Context: an optimization exercise on an open-source flow, tuned for small area and a short achievable clock period. The choices shown serve that exercise and are no tape-out recipe.
In this exercise RTL edits were held to simulation tests only and were not proved equivalent to the original.
Power is estimated from default activity; no workload was simulated.

$ cat config.mk
export PLATFORM = sky130hd
export DESIGN_NAME = armsCore
export DESIGN_NICKNAME = armsCore
export VERILOG_FILES = /design/flow/design.v
export SDC_FILE = /design/flow/constraint.sdc
export NUM_CORES = 8
export LEC_CHECK = 0
export CAP_MARGIN = 20
export CORE_MARGIN = 2
export CORE_UTILIZATION = 40
export SETUP_SLACK_MARGIN = 0.3
export SLEW_MARGIN = 20
$ cat constraint.sdc
create_clock -name core_clock -period 6.8 [get_ports {clk}]
set_input_delay 1.3600 -clock core_clock [delete_from_list [all_inputs] [get_ports {clk}]]
set_output_delay 1.3600 -clock core_clock [all_outputs]
set_load 0.01 [all_outputs]
$ cat design.v
`timescale 1ns/1ps
package legPkg;
  localparam int wordW = 64;
  localparam int instrW = 32;
  typedef logic [wordW-1:0] wordT;
  typedef logic [63:0] addrT;
  typedef logic [instrW-1:0] instrT;
  typedef logic [4:0] regIdxT;
  localparam regIdxT zeroReg = 5'd31;
  typedef enum logic [2:0] {
    aluAdd,
    aluSub,
    aluAnd,
    aluOrr,
    aluEor
  } aluOpT;
  typedef enum logic [1:0] {
    memNone,
    memLoad,
    memStore
  } memOpT;
  typedef enum logic [2:0] {
    brNone,
    brAlways,
    brEq,
    brNe,
    brLt,
    brGe,
    brCbz,
    brCbnz
  } branchT;
  typedef struct packed {
    logic n;
    logic z;
    logic v;
    logic c;
  } flagsT;
endpackage
`timescale 1ns/1ps
import legPkg::*;
module alu64 (
  input  legPkg::wordT  a,
  input  legPkg::wordT  b,
  input  legPkg::aluOpT op,
  output legPkg::wordT  result,
  output logic  carry,
  output logic  overflow
);
  localparam int levels = $clog2(wordW);
  logic cin;
  legPkg::wordT bEff;
  legPkg::wordT sum;
  logic [levels:0][wordW-1:0] gT;
  logic [levels:0][wordW-1:0] pT;
  logic [levels:0][wordW-1:0] cT;
  assign cin = (op == aluSub);
  assign bEff = cin ? ~b : b;
  assign gT[0] = a & bEff;
  assign pT[0] = a ^ bEff;
  for (genvar lv = 1; lv <= levels; lv++) begin : gUp
    for (genvar n = 0; n < (wordW >> lv); n++) begin : gNode
      assign gT[lv][n] = gT[lv-1][2*n+1] | (pT[lv-1][2*n+1] & gT[lv-1][2*n]);
      assign pT[lv][n] = pT[lv-1][2*n+1] & pT[lv-1][2*n];
    end
  end
  assign cT[levels][0] = cin;
  for (genvar lv = levels; lv >= 1; lv--) begin : gDown
    for (genvar n = 0; n < (wordW >> lv); n++) begin : gNode
      assign cT[lv-1][2*n] = cT[lv][n];
      assign cT[lv-1][2*n+1] = gT[lv-1][2*n] | (pT[lv-1][2*n] & cT[lv][n]);
    end
  end
  assign sum = pT[0] ^ cT[0];
  assign carry = gT[levels][0] | (pT[levels][0] & cin);
  assign overflow = carry ^ cT[0][wordW-1];
  always_comb begin
    case (op)
      aluAnd:  result = a & b;
      aluOrr:  result = a | b;
      aluEor:  result = a ^ b;
      default: result = sum;
    endcase
  end
endmodule
`timescale 1ns/1ps
import legPkg::*;
module regFile (
  input  logic   clk,
  input  legPkg::regIdxT rdIdxA,
  input  legPkg::regIdxT rdIdxB,
  output legPkg::wordT   rdDataA,
  output legPkg::wordT   rdDataB,
  input  logic   wbEn,
  input  legPkg::regIdxT wbIdx,
  input  legPkg::wordT   wbData
);
  legPkg::wordT regs [0:30];
  always_ff @(posedge clk) begin
    if (wbEn && wbIdx != zeroReg) begin
      regs[wbIdx] <= wbData;
    end
  end
  assign rdDataA = (rdIdxA == zeroReg) ? '0 :
                   (wbEn && wbIdx == rdIdxA) ? wbData : regs[rdIdxA];
  assign rdDataB = (rdIdxB == zeroReg) ? '0 :
                   (wbEn && wbIdx == rdIdxB) ? wbData : regs[rdIdxB];
endmodule
`timescale 1ns/1ps
import legPkg::*;
module decodeStage #(
  parameter legPkg::addrT resetAddr = '0
) (
  input  logic   clk,
  input  logic   rstN,
  input  legPkg::instrT  instr,
  output legPkg::addrT   instrAddr,
  output legPkg::regIdxT rdIdxA,
  output legPkg::regIdxT rdIdxB,
  input  legPkg::wordT   rdDataA,
  input  legPkg::wordT   rdDataB,
  input  legPkg::flagsT  flags,
  output logic   idExValid,
  output legPkg::aluOpT  idExAluOp,
  output logic   idExSetFlags,
  output logic   idExUseImm,
  output legPkg::wordT   idExOperandA,
  output legPkg::wordT   idExOperandB,
  output legPkg::wordT   idExImm,
  output legPkg::memOpT  idExMemOp,
  output legPkg::regIdxT idExDest
);
  legPkg::addrT   pc;
  legPkg::addrT   pcNext;
  legPkg::instrT  ifInstr;
  legPkg::addrT   ifPc;
  logic   ifValid;
  logic [10:0] opField;
  legPkg::regIdxT rn;
  legPkg::regIdxT rm;
  legPkg::regIdxT rt;
  legPkg::wordT   aluImm;
  legPkg::wordT   memOffset;
  legPkg::addrT   brOffset;
  legPkg::addrT   brTarget;
  legPkg::aluOpT  aluOp;
  logic   setFlags;
  logic   useImm;
  legPkg::memOpT  memOp;
  legPkg::branchT branch;
  logic   writesRt;
  logic   condMet;
  logic   takeBranch;
  always_ff @(posedge clk) begin
    if (!rstN) begin
      pc <= resetAddr;
      ifValid <= 1'b0;
    end else begin
      pc <= pcNext;
      ifValid <= 1'b1;
    end
  end
  always_ff @(posedge clk) begin
    ifInstr <= instr;
    ifPc <= pc;
  end
  assign instrAddr = pc;
  assign opField = ifInstr[31:21];
  assign rn = ifInstr[9:5];
  assign rm = ifInstr[20:16];
  assign rt = ifInstr[4:0];
  assign aluImm = {{(wordW-12){1'b0}}, ifInstr[21:10]};
  assign memOffset = {{(wordW-9){ifInstr[20]}}, ifInstr[20:12]};
  always_comb begin
    aluOp = aluAdd;
    setFlags = 1'b0;
    useImm = 1'b0;
    memOp = memNone;
    branch = brNone;
    writesRt = 1'b0;
    casez (opField)
      11'b10001011000, 11'b1001000100?, 11'b10101011000: writesRt = 1'b1;  
      11'b11001011000, 11'b1101000100?, 11'b11101011000: begin  
        aluOp = aluSub;
        writesRt = 1'b1;
      end
      11'b10001010000, 11'b1001001000?: begin  
        aluOp = aluAnd;
        writesRt = 1'b1;
      end
      11'b10101010000, 11'b1011001000?: begin  
        aluOp = aluOrr;
        writesRt = 1'b1;
      end
      11'b11001010000, 11'b1101001000?: begin  
        aluOp = aluEor;
        writesRt = 1'b1;
      end
      11'b11111000010: begin  
        memOp = memLoad;
        writesRt = 1'b1;
      end
      11'b11111000000: memOp = memStore;  
      11'b000101?????: branch = brAlways;  
      11'b01010101???: branch = brEq;  
      11'b01010110???: branch = brNe;  
      11'b01010111???: branch = brLt;  
      11'b01011000???: branch = brGe;  
      11'b10110100???: branch = brCbz;  
      11'b10110101???: branch = brCbnz;  
      default: ;
    endcase
    casez (opField)
      11'b1001000100?, 11'b1101000100?, 11'b1001001000?, 11'b1011001000?, 11'b1101001000?: useImm = 1'b1;  
      11'b10101011000, 11'b11101011000: setFlags = 1'b1;  
      default: ;
    endcase
  end
  assign rdIdxA = (branch == brCbz || branch == brCbnz) ? rt : rn;
  assign rdIdxB = (memOp == memStore) ? rt : rm;
  always_comb begin
    case (branch)
      brAlways: condMet = 1'b1;
      brEq:     condMet = flags.z;
      brNe:     condMet = !flags.z;
      brLt:     condMet = flags.n != flags.v;
      brGe:     condMet = flags.n == flags.v;
      brCbz:    condMet = rdDataA == '0;
      brCbnz:   condMet = rdDataA != '0;
      default:  condMet = 1'b0;
    endcase
  end
  assign brOffset = (branch == brAlways) ? {{36{ifInstr[25]}}, ifInstr[25:0], 2'b00}
                                         : {{43{ifInstr[23]}}, ifInstr[23:5], 2'b00};
  assign brTarget = ifPc + brOffset;
  assign takeBranch = ifValid && condMet;
  assign pcNext = takeBranch ? brTarget : pc + 64'd4;
  assign idExValid = ifValid;
  assign idExAluOp = aluOp;
  assign idExSetFlags = setFlags;
  assign idExUseImm = useImm;
  assign idExOperandA = rdDataA;
  assign idExOperandB = rdDataB;
  assign idExImm = (memOp != memNone) ? memOffset : aluImm;
  assign idExMemOp = memOp;
  assign idExDest = writesRt ? rt : zeroReg;
endmodule
`timescale 1ns/1ps
import legPkg::*;
module executeStage (
  input  logic   clk,
  input  logic   rstN,
  input  logic   idExValid,
  input  legPkg::aluOpT  idExAluOp,
  input  logic   idExSetFlags,
  input  logic   idExUseImm,
  input  legPkg::wordT   idExOperandA,
  input  legPkg::wordT   idExOperandB,
  input  legPkg::wordT   idExImm,
  input  legPkg::memOpT  idExMemOp,
  input  legPkg::regIdxT idExDest,
  output legPkg::flagsT  flags,
  output legPkg::memOpT  memOp,
  output legPkg::wordT   aluResult,
  output legPkg::wordT   storeData,
  output legPkg::regIdxT dest,
  output logic   valid
);
  logic   dxValid;
  logic   dxSetFlags;
  legPkg::memOpT  dxMemOp;
  legPkg::aluOpT  dxAluOp;
  logic   dxUseImm;
  legPkg::wordT   dxA;
  legPkg::wordT   dxB;
  legPkg::wordT   dxImm;
  legPkg::regIdxT dxDest;
  legPkg::wordT   aluB;
  legPkg::aluOpT  aluOpSel;
  legPkg::wordT   result;
  logic   carry;
  logic   overflow;
  always_ff @(posedge clk) begin
    if (!rstN) begin
      dxValid <= 1'b0;
      dxSetFlags <= 1'b0;
      dxMemOp <= memNone;
    end else begin
      dxValid <= idExValid;
      dxSetFlags <= idExSetFlags;
      dxMemOp <= idExMemOp;
    end
  end
  always_ff @(posedge clk) begin
    dxAluOp <= idExAluOp;
    dxUseImm <= idExUseImm;
    dxA <= idExOperandA;
    dxB <= idExOperandB;
    dxImm <= idExImm;
    dxDest <= idExDest;
  end
  assign aluB = (dxUseImm || dxMemOp != memNone) ? dxImm : dxB;
  assign aluOpSel = (dxMemOp != memNone) ? aluAdd : dxAluOp;
  alu64 uAlu (
    .a(dxA), .b(aluB), .op(aluOpSel), .result(result), .carry(carry), .overflow(overflow)
  );
  always_ff @(posedge clk) begin
    if (!rstN) begin
      flags <= '0;
    end else if (dxValid && dxSetFlags) begin
      flags.n <= result[wordW-1];
      flags.z <= result == '0;
      flags.v <= overflow;
      flags.c <= carry;
    end
  end
  always_ff @(posedge clk) begin
    if (!rstN) begin
      valid <= 1'b0;
      memOp <= memNone;
    end else begin
      valid <= dxValid;
      memOp <= dxMemOp;
    end
  end
  always_ff @(posedge clk) begin
    aluResult <= result;
    storeData <= dxB;
    dest <= dxDest;
  end
endmodule
`timescale 1ns/1ps
import legPkg::*;
module memWriteback (
  input  logic   clk,
  input  logic   rstN,
  input  logic   valid,
  input  legPkg::memOpT  memOp,
  input  legPkg::wordT   aluResult,
  input  legPkg::regIdxT dest,
  input  legPkg::wordT   dataRd,
  output logic   wbEn,
  output legPkg::regIdxT wbIdx,
  output legPkg::wordT   wbData
);
  logic wbValid;
  logic wbStore;
  always_ff @(posedge clk) begin
    if (!rstN) begin
      wbValid <= 1'b0;
      wbStore <= 1'b0;
    end else begin
      wbValid <= valid;
      wbStore <= memOp == memStore;
    end
  end
  always_ff @(posedge clk) begin
    wbIdx <= dest;
    wbData <= (memOp == memLoad) ? dataRd : aluResult;
  end
  assign wbEn = wbValid && !wbStore && wbIdx != zeroReg;
endmodule
`timescale 1ns/1ps
import legPkg::*;
module armsCore #(
  parameter legPkg::addrT resetAddr = '0
) (
  input  logic  clk,
  input  logic  rstN,
  output legPkg::addrT  instrAddr,
  input  legPkg::instrT instr,
  output legPkg::addrT  dataAddr,
  output legPkg::wordT  dataWr,
  input  legPkg::wordT  dataRd,
  output logic  memWrite,
  output logic  memRead
);
  legPkg::regIdxT rdIdxA;
  legPkg::regIdxT rdIdxB;
  legPkg::wordT   rdDataA;
  legPkg::wordT   rdDataB;
  legPkg::flagsT  flags;
  legPkg::memOpT  exMemOp;
  legPkg::wordT   exAluResult;
  legPkg::wordT   exStoreData;
  legPkg::regIdxT exDest;
  logic   exValid;
  logic   wbEn;
  legPkg::regIdxT wbIdx;
  legPkg::wordT   wbData;
  logic   idExValid;
  legPkg::aluOpT  idExAluOp;
  logic   idExSetFlags;
  logic   idExUseImm;
  legPkg::wordT   idExOperandA;
  legPkg::wordT   idExOperandB;
  legPkg::wordT   idExImm;
  legPkg::memOpT  idExMemOp;
  legPkg::regIdxT idExDest;
  decodeStage #(.resetAddr(resetAddr)) uDecode (
    .clk(clk), .rstN(rstN), .instr(instr), .instrAddr(instrAddr),
    .rdIdxA(rdIdxA), .rdIdxB(rdIdxB), .rdDataA(rdDataA), .rdDataB(rdDataB),
    .flags(flags),
    .idExValid(idExValid), .idExAluOp(idExAluOp), .idExSetFlags(idExSetFlags),
    .idExUseImm(idExUseImm), .idExOperandA(idExOperandA), .idExOperandB(idExOperandB),
    .idExImm(idExImm), .idExMemOp(idExMemOp), .idExDest(idExDest)
  );
  regFile uRegFile (
    .clk(clk), .rdIdxA(rdIdxA), .rdIdxB(rdIdxB), .rdDataA(rdDataA), .rdDataB(rdDataB),
    .wbEn(wbEn), .wbIdx(wbIdx), .wbData(wbData)
  );
  executeStage uExecute (
    .clk(clk), .rstN(rstN), .idExValid(idExValid), .idExAluOp(idExAluOp),
    .idExSetFlags(idExSetFlags), .idExUseImm(idExUseImm), .idExOperandA(idExOperandA),
    .idExOperandB(idExOperandB), .idExImm(idExImm), .idExMemOp(idExMemOp),
    .idExDest(idExDest), .flags(flags), .memOp(exMemOp),
    .aluResult(exAluResult), .storeData(exStoreData), .dest(exDest), .valid(exValid)
  );
  memWriteback uMemWb (
    .clk(clk), .rstN(rstN), .valid(exValid), .memOp(exMemOp), .aluResult(exAluResult),
    .dest(exDest), .dataRd(dataRd), .wbEn(wbEn), .wbIdx(wbIdx), .wbData(wbData)
  );
  assign memWrite = exValid && (exMemOp == memStore);
  assign memRead  = exValid && (exMemOp == memLoad);
  assign dataAddr = exAluResult;
  assign dataWr   = exStoreData;
endmodule
$ cat run.sh
#!/bin/bash
# synth_recipe.tcl (not shown) runs the flow's synth.tcl, then flattens the netlist and writes it again
# the make line also repeats each setting of config.mk as NAME=value (left out here)
make -C /OpenROAD-flow-scripts/flow DESIGN_CONFIG=/design/flow/config.mk WORK_HOME=/design/flow/orfs CLKGATE_MAP_FILE= SYNTH_SCRIPT=/design/flow/synth_recipe.tcl finish
==> results.txt <==
[Yosys cell counts, types with 163 or more instances]
library cell / number
a21oi_1: 443
a31oi_1: 211
nand3_1: 1049
buf_2: 163
nand2_1: 2379
a311oi_1: 332
and3_1: 522
edfxtp_1: 1984
mux2i_1: 238
dfxtp_1: 525
ha_1: 254
o21ai_0: 603
inv_1: 232
nor2_1: 223
a211oi_1: 413
clkbuf_1: 766
[final cells by class]
cell class | instances | area [µm²]
tap | 4160 | 5200
clock inverter | 97 | 957
antenna | 19 | 47.5
fill | 28200 | 168000
clock buffer | 392 | 7980
inverter | 235 | 885
timing repair buffer | 893 | 9040
multi-input combinational | 8262 | 52000
sequential | 2509 | 70100
[path summary, 6_finish.rpt]
path	start	endpoint	slack, ns	cells after the start
max	uDecode.ifInstr[31]	uDecode.pc[16]	0.17	17
max reg2reg	uDecode.ifInstr[31]	uDecode.pc[16]	0.17	17
min	uExecute.dxDest[2]	uExecute.dest[2]	0.32	0
min reg2reg	uExecute.dxDest[2]	uExecute.dest[2]	0.32	0
[timing repair]
| action | 4_1_cts | 5_1_grt |
|---|---|---|
| gates cloned | 1 | 2 |
| resized for setup | 8 | 51 |
| buffers inserted | 5 | 18 |
| endpoints found under the setup margin | 65 | 65 |
| pin swaps | 0 | 16 |
[stage by stage]
stage | hold WS (ns) | cells | total power, mW | setup slack [ns]
4_1_cts | 0.324 | 16500 | 42.5 | 0.349
3_3_place_gp | 0.312 | 16000 | 27.4 | -0.0619
3_5_place_dp | 0.312 | 16000 | 27.5 | -0.00176
6_report | 0.321 | 16600 | 43.0 | 0.174
5_1_grt | 0.330 | 16500 | 43.8 | 0.269
2_1_floorplan | 0.310 | 12000 | 23.2 | 0.755
[cell usage in the layout, fill, tap and decap left out, types with 68 or more instances in the layout]
cell type,netlist,final
nand2_1,2379,2374
edfxtp_1,1984,1984
nand3_1,1049,1047
o21ai_0,603,598
and3_1,522,519
dfxtp_1,525,497
buf_4,11,472
a21oi_1,443,432
a211oi_1,413,412
a311oi_1,332,332
clkbuf_16,0,293
clkdlybuf4s50_1,0,290
ha_1,254,254
inv_1,232,231
mux2i_1,238,225
a31oi_1,211,210
nor2_1,223,185
xnor2_1,142,142
buf_12,0,124
nand2b_1,118,117
a21o_1,109,109
a32oi_1,105,105
a311o_1,82,82
mux4_2,75,75
mux2_2,80,74
clkbuf_1,766,69
a221oi_1,68,68
[power by group]
part	total [mW]	internal (mW)	switching, mW	leakage (nW)
combinational	7.38	2.28	5.10	25.9
clock	15.3	8.78	6.52	4.38
sequential	20.3	19.0	1.35	22.2
total	43.0	30.0	13.0	52.5
[sequential cells by signal, indices dropped and copies added (netlist names), 3 cells and up]
name / count
uExecute.storeData: 64
uExecute.flags: 3
uExecute.dxDest: 5
uExecute.dxImm: 13
uDecode.ifPc: 64
uMemWb.wbData: 64
uMemWb.wbIdx: 5
uDecode.ifInstr: 32
uDecode.pc: 64
uExecute.dxB: 64
uExecute.dxAluOp: 3
uExecute.dest: 5
uExecute.aluResult: 64
uRegFile.regs: 1984
uExecute.dxA: 64
[critical path: cells and delay by family (launching register included)]
kind            cells  cell delay, ns
compound gates      5            1.63
buf+inv             4            0.89
flops               1            0.65
simple gates        8            3.33
[routing by layer]
layer,global-route usage [%],up-vias
li1,-,45400
met2,50.4,10500
met4,21.4,32
met1,44.0,54800
met3,13.1,2411
met5,0.0595,-
[cells by family (layout without fill, tap and decap cells)]
logic type,count (synthesis),after routing,share of synthesized area [%]
other cells,0,19,0
mux,393,393,3.94
xor+xnor,210,210,1.46
buf+inv,1263,1617,3.98
compound gates,2774,2774,15.2
flops,2509,2509,55.6
fa+ha+maj,286,286,3.03
simple gates,4597,4599,16.8
==> metrics.cfg <==
[global_route]
grt_max_degree=110
grt_first_pass_wirelength_mm=799
grt_use_total_pct=34.9
overflow=0
grt_pass1_vias=106000
antenna_found_initial=45

[die]
ioPinCount=292
initial_core_util_pct=40.1
die_h_um=565
core_um2=314000
num_rows=206
die_width_um=565
dieArea_um2=320000

[critical_path]
crit_top_cell=buf_4
critPathLaunchType=register
cpPeakStageDelay_ns=1.13
criticalPathCategory=reg2reg
end_kind=register
arrival_ns=7.41
slowest_stage=and3b_1
cp_cell_sequence=and3b_1, nand4_1, o21a_4, buf_4, a211oi_1, or4_1, a2bb2oi_1, a21oi_1, nor4_2, nand4_1, nor4b_4, buf_4, and3_1, nor3_4, buf_12, buf_4, a311oi_1
crit_fanout=22
crit_required_ns=7.58

[cells_and_area]
fin_util_pct=46.5
nets=12600
layout-drive-gt1-share_pct=11.1
final_area_um2=146000
area_delta_synth_final_pct=16.0

[power_and_ir_drop]
power.density_nw_per_um2=294
leakagePower_nw=52.5
irDropWorstVdd_mv=0.299

[placement]
numPortBuffers=291
gp_congestion=0.945
place_hpwl_mm=346
dpl_cell_area_um2=137000

[route]
drtIter0Drc=20900
m1WireLength_mm=204
drt-wirelength-per-cell_um=35.1
num_vias=113000
ant_nets=0
drc_errors=0
totalWireLength_mm=581
wl_met3_mm=93.6
top_layer=met5
first_pass_iters=10
vias_per_cell=6.83
wl_met2_mm=240

[cts]
cts_buffers=281
cts_tree=built
clock-sinks=2509
clock_latency_ns=0.92
postCtsHoldBufs=0
clk_pin_slew_ns=0.06
cts_buffer_depth=4
clock-root-buffer=clkbuf_16
ctsHtreeMaxLevel=5

[timing]
skew_ns=0.0530
worst_pin_slew_ns=1.31
max_slew_margin_pct=12.7
final_hold_viol_count=0
final_max_slew_viol_count=0
rsz0062_at_grt=true
min_period_ns=6.63
fmax_ghz=0.151
finalSetupViolCount=0
period_share_pct=97.4
fin_setup_tns_ns=0

[hold_path]
hp-class=reg2reg

[flow_run]
cap_violations=0

[yosys]
syn_inst=12000
avgSynthCellArea_um2=10.5
async_flop_share_pct=0
synth_area_leader_cell=edfxtp_1
synth_ff_type=edfxtp_1
syn-num-nets=12400
synth_seq_cells=2509
yosysTopAreaCellShare_pct=47.3
synth_enable_flop_cells=1984
yosysSeqAreaShare_pct=55.6
ys_warn_count=5
ys_top_cells_by_area=edfxtp_1 47%, dfxtp_1 8.3%, nand2_1 7.1%
synth_cell_types=101
synth_area_um2=126000

[status]
status=finished clean

## port drivers added, routing unchanged
No port has a modelled driver above. Below, the same layout with a new extraction and two added sets of constraints. Step 1 (the two cells are an assumption about what drives the block):
set clk [get_ports {clk}]
set_driving_cell -lib_cell sky130_fd_sc_hd__clkbuf_16 $clk
set_driving_cell -lib_cell sky130_fd_sc_hd__buf_2 [delete_from_list [all_inputs] $clk]
Step 2, shift: input delay + t, output delay - t, t = (earliest + latest rising clock arrival at the registers) / 2. This alone moves slack from input paths to output paths. Slacks: no drivers / after step 1 / after step 2; pairs: no drivers / after step 1.
t (ns): 0.993
setup WS [ns]: 0.174 / 0.174 / 0.174
hold WS [ns]: 0.321 / 0.321 / 0.321
clock arrival spread, ns: 0.064 / 0.064
worst slew at a driven data input, ns: 0.10
After both steps this run still meets setup and hold. The setup slack of this run moves by 0.000 ns with the drivers and by 0.000 ns with both steps.
